Background: an optimization exercise with open tools, aiming at small area and a short achievable clock period. Do not read the settings as production practice.
RTL that was checked went through simulation tests only; none was proved equivalent to the original.
The clock port is modelled as an ideal driver, which makes a skipped or thinned clock tree look cheaper than it is; a real chip needs a root buffer or a tree.
No activity file was given, so power comes from the tool's default toggle rates.

==> flow/design.v <==
module strawman_rx_fsm #(
  parameter int DATA_LINE_WIDTH = 40,
  parameter int WORD_SIZE       = 32,
  parameter int TIMEOUT_CYCLES  = 64
) (
  input  logic                       clk,
  input  logic                       rst,
  input  logic [DATA_LINE_WIDTH-1:0] i_flit,
  input  logic                       i_flit_valid,
  output logic [1075:0]              o_protocol_bus,
  output logic                       o_valid,
  input  logic                       i_ready,
  output logic                       o_err,
  output logic                       o_overflow,
  output logic                       o_busy
);
  if (DATA_LINE_WIDTH != 40 || WORD_SIZE != 32 || TIMEOUT_CYCLES < 1) begin : g_bad_cfg
    $error("strawman_rx_fsm: unsupported parameter set");
  end
  logic r_ex, r_dat, r_done, r_busy;
  logic r_valid, r_err, r_ovf;
  logic        rx_mode;
  logic [2:0]  rx_cmd, rx_len;
  logic [31:0] rx_addr;
  logic [5:0]  rx_f1, rx_f2;
  logic [1023:0] rx_data;
  logic [4:0]  r_cnt;
  logic        ob_mode;
  logic [2:0]  ob_cmd, ob_len;
  logic [31:0] ob_addr;
  logic [5:0]  ob_f1, ob_f2;
  logic [1023:0] ob_data;
  logic w_hdr, w_bad, w_good, w_last, w_dwe, w_exwe, w_load, w_hold;
  logic [2:0] h_cmd, h_len;
  logic h_mode;
  assign h_mode = i_flit[0];
  assign h_cmd  = i_flit[4:2];
  assign h_len  = i_flit[7:5];
  assign w_hdr  = !r_busy && i_flit_valid && i_flit[1];
  assign w_bad  = h_cmd > 3'd2 || h_len > 3'd5;
  assign w_good = w_hdr && !w_bad;
  assign w_last = r_cnt == 5'((6'd1 << rx_len) - 6'd1);
  assign w_dwe  = r_dat && i_flit_valid;
  assign w_exwe = r_ex && i_flit_valid;
  assign w_load = r_done && (!r_valid || i_ready);
  assign w_hold = r_valid && !i_ready;
  always_ff @(posedge clk) begin
    if (rst) begin
      r_ex    <= 1'b0;
      r_dat   <= 1'b0;
      r_done  <= 1'b0;
      r_busy  <= 1'b0;
      r_valid <= 1'b0;
      r_err   <= 1'b0;
      r_ovf   <= 1'b0;
    end else begin
      r_ex    <= w_good ? (h_mode && h_cmd != 3'd2) : (r_ex && !i_flit_valid);
      r_dat   <= w_good ? (h_cmd != 3'd0 && !(h_mode && h_cmd != 3'd2)) :
                 w_exwe ? (rx_cmd != 3'd0) : (r_dat && !(i_flit_valid && w_last));
      r_done  <= w_good ? (!h_mode && h_cmd == 3'd0) :
                 (w_exwe && rx_cmd == 3'd0) || (w_dwe && w_last);
      r_busy  <= w_good || (r_busy && !r_done);
      r_valid <= w_load || w_hold;
      r_err   <= w_hdr && w_bad;
      if (r_done && !w_load) r_ovf <= 1'b1;
    end
  end
  always_ff @(posedge clk) begin
    if (!r_busy) begin
      rx_mode  <= h_mode;
      rx_cmd   <= h_cmd;
      rx_len   <= h_len;
      rx_f1    <= i_flit[13:8];
      rx_f2    <= i_flit[19:14];
      rx_addr  <= i_flit[39:8];
      r_cnt    <= 5'd0;
    end else begin
      if (w_exwe) rx_addr <= i_flit[31:0];
      if (w_dwe) r_cnt <= r_cnt + 5'd1;
    end
  end
  for (genvar k = 0; k < 32; k++) begin : g_word
    logic w_sel, w_we;
    assign w_sel = r_dat && r_cnt == 5'(k);
    assign w_we  = w_sel && i_flit_valid;
    always_ff @(posedge clk)
      rx_data[32*k +: 32] <= (i_flit[31:0] & {32{w_we}}) | (rx_data[32*k +: 32] & {32{r_dat}});
  end
  always_ff @(posedge clk) begin
    ob_mode <= (rx_mode & w_load) | (ob_mode & w_hold);
    ob_cmd  <= (rx_cmd & {3{w_load}}) | (ob_cmd & {3{w_hold}});
    ob_len  <= (rx_len & {3{w_load}}) | (ob_len & {3{w_hold}});
    ob_addr <= (rx_addr & {32{w_load && rx_cmd != 3'd2}}) | (ob_addr & {32{w_hold}});
    ob_f1   <= (rx_f1 & {6{w_load && rx_mode}}) | (ob_f1 & {6{w_hold}});
    ob_f2   <= (rx_f2 & {6{w_load && rx_mode}}) | (ob_f2 & {6{w_hold}});
    ob_data <= (rx_data & {1024{w_load}}) | (ob_data & {1024{w_hold}});
  end
  assign o_protocol_bus = {ob_f2, ob_f1, ob_data, ob_addr, ob_len, ob_cmd, 1'b1, ob_mode};
  assign o_valid    = r_valid;
  assign o_err      = r_err;
  assign o_overflow = r_ovf;
  assign o_busy     = r_busy;
endmodule
Settings: LEC_CHECK=0, CAP_MARGIN=20, CORE_MARGIN=2, CORE_UTILIZATION=40, SETUP_SLACK_MARGIN=2.8, SLEW_MARGIN=20; clock period 5.0 ns.
standard.sh (not shown) runs the stock make flow with config.mk's settings and CLKGATE_MAP_FILE= SYNTH_SCRIPT=/design/flow/synth_recipe.tcl, a recipe that flattens the netlist after the stock synthesis.
==> flow/flow/run.sh <==
#!/bin/bash
cp standard.sh standard.sh.txt
export BUFFER_PORTS_ARGS="-buffer_cell sky130_fd_sc_hd__buf_2"
export PRE_CTS_TCL="$(pwd)/flow/cts_hook.tcl"
export MCTS_REGIONS=4
export MCTS_CLUSTER=30
bash standard.sh MATCH_CELL_FOOTPRINT=0 finish > standard.log 2>&1
Other scripts of this flow, unchanged in this note and not shown: flow/flow/cts_hook.tcl, flow/flow/mcts.tcl
==> next run, changes <==
--- a/flow/design.v
+++ b/flow/design.v
@@ -18,12 +18,13 @@
     $error("strawman_rx_fsm: unsupported parameter set");
   end
   logic r_ex, r_dat, r_done, r_busy;
   logic r_valid, r_err, r_ovf;
   logic        rx_mode;
   logic [2:0]  rx_cmd, rx_len;
+  logic        rx_azero;           
   logic [31:0] rx_addr;
   logic [5:0]  rx_f1, rx_f2;
   logic [1023:0] rx_data;
   logic [4:0]  r_cnt;
   logic        ob_mode;
   logic [2:0]  ob_cmd, ob_len;
@@ -63,22 +64,26 @@
       r_valid <= w_load || w_hold;
       r_err   <= w_hdr && w_bad;
       if (r_done && !w_load) r_ovf <= 1'b1;
     end
   end
   always_ff @(posedge clk) begin
-    if (!r_busy) begin
+    if (w_good) begin
       rx_mode  <= h_mode;
       rx_cmd   <= h_cmd;
       rx_len   <= h_len;
+      rx_azero <= h_mode || h_cmd == 3'd2;
       rx_f1    <= i_flit[13:8];
       rx_f2    <= i_flit[19:14];
       rx_addr  <= i_flit[39:8];
       r_cnt    <= 5'd0;
     end else begin
-      if (w_exwe) rx_addr <= i_flit[31:0];
+      if (w_exwe) begin
+        rx_addr  <= i_flit[31:0];
+        rx_azero <= 1'b0;
+      end
       if (w_dwe) r_cnt <= r_cnt + 5'd1;
     end
   end
   for (genvar k = 0; k < 32; k++) begin : g_word
     logic w_sel, w_we;
     assign w_sel = r_dat && r_cnt == 5'(k);
@@ -87,13 +92,13 @@
       rx_data[32*k +: 32] <= (i_flit[31:0] & {32{w_we}}) | (rx_data[32*k +: 32] & {32{r_dat}});
   end
   always_ff @(posedge clk) begin
     ob_mode <= (rx_mode & w_load) | (ob_mode & w_hold);
     ob_cmd  <= (rx_cmd & {3{w_load}}) | (ob_cmd & {3{w_hold}});
     ob_len  <= (rx_len & {3{w_load}}) | (ob_len & {3{w_hold}});
-    ob_addr <= (rx_addr & {32{w_load && rx_cmd != 3'd2}}) | (ob_addr & {32{w_hold}});
+    ob_addr <= (rx_addr & {32{w_load && !rx_azero}}) | (ob_addr & {32{w_hold}});
     ob_f1   <= (rx_f1 & {6{w_load && rx_mode}}) | (ob_f1 & {6{w_hold}});
     ob_f2   <= (rx_f2 & {6{w_load && rx_mode}}) | (ob_f2 & {6{w_hold}});
     ob_data <= (rx_data & {1024{w_load}}) | (ob_data & {1024{w_hold}});
   end
   assign o_protocol_bus = {ob_f2, ob_f1, ob_data, ob_addr, ob_len, ob_cmd, 1'b1, ob_mode};
   assign o_valid    = r_valid;
Synthesized cell count goes up slightly.
Final area is higher slightly.
Worst setup slack is better by 0.031 ns.
Critical path depth went down by 1.
Cell count went up slightly.
Sequential power is about the same.
Synthesized area grows slightly.
Power is about the same.
No functional check of the RTL was part of the first run of this note. No run of this note takes its clock network from TritonCTS; it comes from the design's own scripts or RTL.

// strawman_rx_fsm: RTL as listed in full above, without the edits since
clock: 5.0 ns
lec_check: 0
cap_margin: 20
core_margin: 2
core_utilization: 40
setup_slack_margin: 2.85
slew_margin: 20
Scripts as last shown in full above: flow/flow/run.sh
Other scripts of this flow, unchanged in this note and not shown: flow/flow/cts_hook.tcl, flow/flow/mcts.tcl
The starting point completed without violations.
Edit:
--- a/flow/design.v
+++ b/flow/design.v
@@ -19,10 +19,11 @@
   end
   logic r_ex, r_dat, r_done, r_busy;
   logic r_valid, r_err, r_ovf;
   logic        rx_mode;
   logic [2:0]  rx_cmd, rx_len;
+  logic        rx_azero;           
   logic [31:0] rx_addr;
   logic [5:0]  rx_f1, rx_f2;
   logic [1023:0] rx_data;
   logic [4:0]  r_cnt;
   logic        ob_mode;
@@ -64,20 +65,24 @@
       r_err   <= w_hdr && w_bad;
       if (r_done && !w_load) r_ovf <= 1'b1;
     end
   end
   always_ff @(posedge clk) begin
-    if (!r_busy) begin
+    if (w_good) begin
       rx_mode  <= h_mode;
       rx_cmd   <= h_cmd;
       rx_len   <= h_len;
+      rx_azero <= h_mode || h_cmd == 3'd2;
       rx_f1    <= i_flit[13:8];
       rx_f2    <= i_flit[19:14];
       rx_addr  <= i_flit[39:8];
       r_cnt    <= 5'd0;
     end else begin
-      if (w_exwe) rx_addr <= i_flit[31:0];
+      if (w_exwe) begin
+        rx_addr  <= i_flit[31:0];
+        rx_azero <= 1'b0;
+      end
       if (w_dwe) r_cnt <= r_cnt + 5'd1;
     end
   end
   for (genvar k = 0; k < 32; k++) begin : g_word
     logic w_sel, w_we;
@@ -88,11 +93,11 @@
   end
   always_ff @(posedge clk) begin
     ob_mode <= (rx_mode & w_load) | (ob_mode & w_hold);
     ob_cmd  <= (rx_cmd & {3{w_load}}) | (ob_cmd & {3{w_hold}});
     ob_len  <= (rx_len & {3{w_load}}) | (ob_len & {3{w_hold}});
-    ob_addr <= (rx_addr & {32{w_load && rx_cmd != 3'd2}}) | (ob_addr & {32{w_hold}});
+    ob_addr <= (rx_addr & {32{w_load && !rx_azero}}) | (ob_addr & {32{w_hold}});
     ob_f1   <= (rx_f1 & {6{w_load && rx_mode}}) | (ob_f1 & {6{w_hold}});
     ob_f2   <= (rx_f2 & {6{w_load && rx_mode}}) | (ob_f2 & {6{w_hold}});
     ob_data <= (rx_data & {1024{w_load}}) | (ob_data & {1024{w_hold}});
   end
   assign o_protocol_bus = {ob_f2, ob_f1, ob_data, ob_addr, ob_len, ob_cmd, 1'b1, ob_mode};
Result: Sequential share of layout area barely changes. Via count goes up by 1.2%. Routed wire length rose by 0.43%. Cell count rose by 1.3%. Hold slack hardly moves. Worst setup slack hardly moves. Global-route usage climbs by 0.28 points.
For the first run of this note, only the layout was checked, not whether the RTL still works. In every run of this note, the design's own scripts or RTL, not TritonCTS, make the clock network.

==> what the ideal ports hide <==
In the flow no input, the clock included, has a driving cell. The finished layouts below were timed again as built, in two steps. Step 1 sets driving cells, clkbuf_16 on the clock port and buf_2 on the other inputs (assumed; they add their load-dependent delay and slew). Step 2 times the ports against the registers' clock, not the clock port: input delays grow and output delays shrink by t, the midpoint of the rising clock arrivals with the driver on. Three values: ideal ports, drivers, drivers and shift; two values: the first two.
run | shift t [ns] | setup slack, ns | worst slew at a driven data input, ns
the first run of note 1 | 0.760 | 2.780 / 2.585 / 2.175 | 0.13
the second run of note 1 | 0.750 | 2.811 / 2.623 / 2.092 | 0.24
the first run of note 2 | 0.748 | 2.823 / 2.638 / 2.130 | 0.19
the second run of note 2 | 0.752 | 2.822 / 2.632 / 2.196 | 0.18
After both steps setup and hold are still met in every run listed. The setup slack of the second run of note 1, which loses most, moves by -0.188 ns with the drivers and by -0.719 ns with both steps.
